This is an optimization exercise on Yosys and OpenROAD, whose aim is small area, a short achievable clock period and few clock cycles, not a production implementation. Only simulation tests tie the RTL to the original design; equivalence was not proved. Power figures rest on the tool's default switching activity, not on a simulated workload.

pepper:
// matmul_top
module matmul_top (
	input  logic                   clk,
	input  logic                   reset_n,
	input  logic                   dut_valid,
	output logic                   dut_ready,
	output matmul_pkg::sram_addr_t input_read_address,
	input  matmul_pkg::sram_data_t input_read_data,
	output matmul_pkg::sram_addr_t weight_read_address,
	input  matmul_pkg::sram_data_t weight_read_data,
	output logic                   result_write_enable,
	output matmul_pkg::sram_addr_t result_write_address,
	output matmul_pkg::sram_data_t result_write_data
);
Size: ~350 flip-flops, ~150 I/O pins, roughly 24000 µm² of cells after synthesis.
export LEC_CHECK = 0
export CAP_MARGIN = 20
export CORE_MARGIN = 2
export CORE_UTILIZATION = 55
export CTS_CLUSTER_DIAMETER = 120
export CTS_CLUSTER_SIZE = 24
export SLEW_MARGIN = 20
export SYNTH_HIERARCHICAL = 1
create_clock -name core_clock -period 12.0 [get_ports {clk}]
standard.sh (not shown) runs the stock make flow with config.mk's settings and CLKGATE_MAP_FILE= SYNTH_SCRIPT=/design/flow/synth_recipe.tcl, a recipe that flattens the netlist after the stock synthesis.
==> flow/flow/run.sh <==
#!/bin/bash
set -euo pipefail
MARGIN=${MARGIN:-8.4}
bash standard.sh SETUP_SLACK_MARGIN=$MARGIN \
  "BUFFER_PORTS_ARGS=-buffer_cell sky130_fd_sc_hd__buf_1" finish > standard.log 2>&1
Testbench counts of pepper, summed over its fixed seeds: cycles 30,008.
#### Input delta (raven over pepper)
==> flow/flow/run.sh <==
#!/bin/bash
set -euo pipefail
MARGIN=${MARGIN:-8.35}
bash standard.sh SETUP_SLACK_MARGIN=$MARGIN \
  "BUFFER_PORTS_ARGS=-buffer_cell sky130_fd_sc_hd__buf_1" finish > standard.log 2>&1
## What came out
raven finished every stage and its layout cleared the timing, DRC and antenna checks. pepper went all the way through synthesis, placement and routing and the layout is clean on timing, DRC and antenna. Compared pepper against raven; area taken by multi-input logic gates within noise. Against pepper, raven comes in 1.1% lower on routed metal-1 wirelength. weight_read_address[1] as the capture point of the critical path was reported by raven, and weight_read_address[15] by pepper. The fraction of power consumed by combinational cells was comparable across pepper and raven. Fraction of area in registers essentially unchanged between raven and pepper. Worst hold margin: raven vs pepper, no meaningful difference. From pepper to raven the numbers moved as follows: routed wire length was more or less identical; worst setup slack now sits lower; actual slew at the worst max-slew pin now larger. For overall power consumption, pepper and raven come out practically identical.
diff inputs: raven => ember
==> flow/flow/run.sh <==
#!/bin/bash
set -euo pipefail
MARGIN=${MARGIN:-8.5}
bash standard.sh SETUP_SLACK_MARGIN=$MARGIN \
  "BUFFER_PORTS_ARGS=-buffer_cell sky130_fd_sc_hd__buf_1" finish > standard.log 2>&1
==> run notes <==
- Between raven and ember, the routing usage on met2 figures differ only marginally.
- Sum of met2 wire segment lengths after detailed routing: lower on raven
- Against raven, ember reports a layout overhead on the synthesized area that is higher.
- [diff] post-route minimum period, ember relative to raven: improvement
- Final cycle utilization of the critical path is lower on ember
- Overall power after layout: ember > raven
- Compared with raven, in ember final standard cell area without fillers went up; number of standard cells in the layout, taps in and fillers out went up; buffer count excluding the clock tree in the final layout went up.
- Looking at setup slack, ember sits 0.12 ns above raven.
The inputs of indigo differ from those of ember as listed below.
==> flow/flow/run.sh <==
#!/bin/bash
set -euo pipefail
MARGIN=${MARGIN:-8.6}
bash standard.sh SETUP_SLACK_MARGIN=$MARGIN \
  "BUFFER_PORTS_ARGS=-buffer_cell sky130_fd_sc_hd__buf_2" finish > standard.log 2>&1
### Flow results
Across both runs, final design area excluding fillers was higher for indigo than for ember.
When indigo is measured against ember, its antenna cell count turns out 2 higher.
Taking ember over indigo, the count of clock-buffer cells in the layout ratio works out to 0.897.
Between ember and indigo, the flow reports clock power increasing slightly.
Relative to ember, routed wire length has increased by 1.1% in indigo.
indigo ends up with higher reported leakage power than ember does.
Comparing indigo with ember, the part of the cycle the worst path needs came out essentially unchanged.
Global-route usage is lower on ember
Going from ember to indigo, setup slack grows by 0.013 ns.
Via count, ember and indigo: smaller value in ember
| hold slack | indigo vs ember | ≈ equal |

========
Setup of run A:
matmul_top again, from the RTL that the note above started with.
## matmul_top
module matmul_top (
	input  logic                   clk,
	input  logic                   reset_n,
	input  logic                   dut_valid,
	output logic                   dut_ready,
	output matmul_pkg::sram_addr_t input_read_address,
	input  matmul_pkg::sram_data_t input_read_data,
	output matmul_pkg::sram_addr_t weight_read_address,
	input  matmul_pkg::sram_data_t weight_read_data,
	output logic                   result_write_enable,
	output matmul_pkg::sram_addr_t result_write_address,
	output matmul_pkg::sram_data_t result_write_data
);
Settings: LEC_CHECK=0, CAP_MARGIN=20, CORE_MARGIN=2, CORE_UTILIZATION=55, CTS_CLUSTER_DIAMETER=120, CTS_CLUSTER_SIZE=24, SETUP_SLACK_MARGIN=5, SLEW_MARGIN=20, SYNTH_HIERARCHICAL=1; clock period 12.0 ns.
run.sh (not shown) runs the stock make flow with config.mk's settings and CLKGATE_MAP_FILE= SYNTH_SCRIPT=/design/flow/synth_recipe.tcl, a recipe that flattens the netlist after the stock synthesis.
Stock flow here: none of the scripts above is used.
Testbench counts of run A, summed over its fixed seeds: cycles 30,008.
The inputs of run B differ from those of run A as listed below.
==> flow/flow/run.sh (new file) <==
#!/bin/bash
set -euo pipefail
MARGIN=${MARGIN:-8.45}
bash standard.sh SETUP_SLACK_MARGIN=$MARGIN \
  "BUFFER_PORTS_ARGS=-buffer_cell sky130_fd_sc_hd__buf_1" finish > standard.log 2>&1
==> flow/standard.sh (new file) <==
#!/bin/bash
# synth_recipe.tcl (not shown) runs the flow's synth.tcl, then flattens the netlist and writes it again
# the make line also repeats each setting of config.mk as NAME=value (left out here)
make -C /OpenROAD-flow-scripts/flow DESIGN_CONFIG=/design/flow/config.mk WORK_HOME=/design/flow/orfs CLKGATE_MAP_FILE= SYNTH_SCRIPT=/design/flow/synth_recipe.tcl "${@:-finish}"
diff --git a/flow/config.mk b/flow/config.mk
--- a/flow/config.mk
+++ b/flow/config.mk
@@ -13 +12,0 @@
-export SETUP_SLACK_MARGIN = 5
@@ -15,0 +15 @@
+export TNS_END_PERCENT = 0
removed: flow/run.sh
## What came out
- The origin of the worst setup path comes out u_ctrl.b_ptr[1]$_SDFF_PP0_ in one run and result_write_enable$_SDFF_PN0_ in the other, namely in run B and run A respectively.
- In run B relative to run A, met3 wire length had gone down by a few percent.
- On area taken by flip-flops and latches: run B sits above run A.
- Relative to run A, sequential share of cell area has gone up in run B.
- Between run A and run B, number of fill cells increased.
- The final reports for run B and run A show antenna diode count lower in the former.
- Switching power delta (run B -> run A): insignificant
- [compare] base=run A new=run B: share of synthesized registers carrying an async set or reset level, die span in x level, signed area change from the synthesized netlist to the final layout moved down.
Changes in run C relative to run B:
diff --git a/flow/flow/run.sh b/flow/flow/run.sh
--- a/flow/flow/run.sh
+++ b/flow/flow/run.sh
@@ -3 +3 @@
-MARGIN=${MARGIN:-8.45}
+MARGIN=${MARGIN:-8.2}
diff --git a/flow/config.mk b/flow/config.mk
--- a/flow/config.mk
+++ b/flow/config.mk
@@ -15 +14,0 @@
-export TNS_END_PERCENT = 0
==> comparison <==
Per the final summary, run C finished and its layout is clean on timing, DRC and antenna. On met2 wire length: run C sits above run B. Lower post-route worst setup slack goes to run C over run B. Looking at run B and run C, the final standard cell utilization of the core is a wash. Between run B and run C, the wire length figures differ only marginally. Largest fanout on the critical path for run C: 5 up relative to run B.

[afterwards: timing with drivers on the ports]
The results above use ideal ports. As a check the final layouts listed here were re-extracted and re-timed, cells and wires unchanged. Step 1: set_driving_cell puts a clkbuf_16 on clk and a buf_2 on each other input, an assumption about the parent block. Step 2 moves the port delays by t, midway between the first and last clock arrival at a register: inputs arrive t later, outputs are due t later. That takes back most of the time a late clock gives input paths. Slacks: no drivers / after step 1 / after step 2; pairs: no drivers / after step 1.
run | shift t [ns] | slack for setup (ns) | worst setup path after step 2 | worst data-port slew with drivers (ns) | cell pins on the clock port's net
pepper | 0.606 | 8.466 / 8.406 / 8.499 | register to register | 0.09 | 1
raven | 0.605 | 8.420 / 8.360 / 8.425 | register to register | 0.09 | 1
ember | 0.605 | 8.543 / 8.483 / 8.570 | register to register | 0.09 | 1
indigo | 0.612 | 8.556 / 8.496 / 8.623 | register to register | 0.10 | 1
run A | 0.597 | 7.918 / 7.861 / 8.334 | register to register | 0.10 | 1
run B | 0.606 | 8.442 / 8.382 / 8.459 | register to register | 0.09 | 1
run C | 0.606 | 8.327 / 8.267 / 8.331 | register to register | 0.09 | 1
After both steps setup and hold are still met in every run listed.
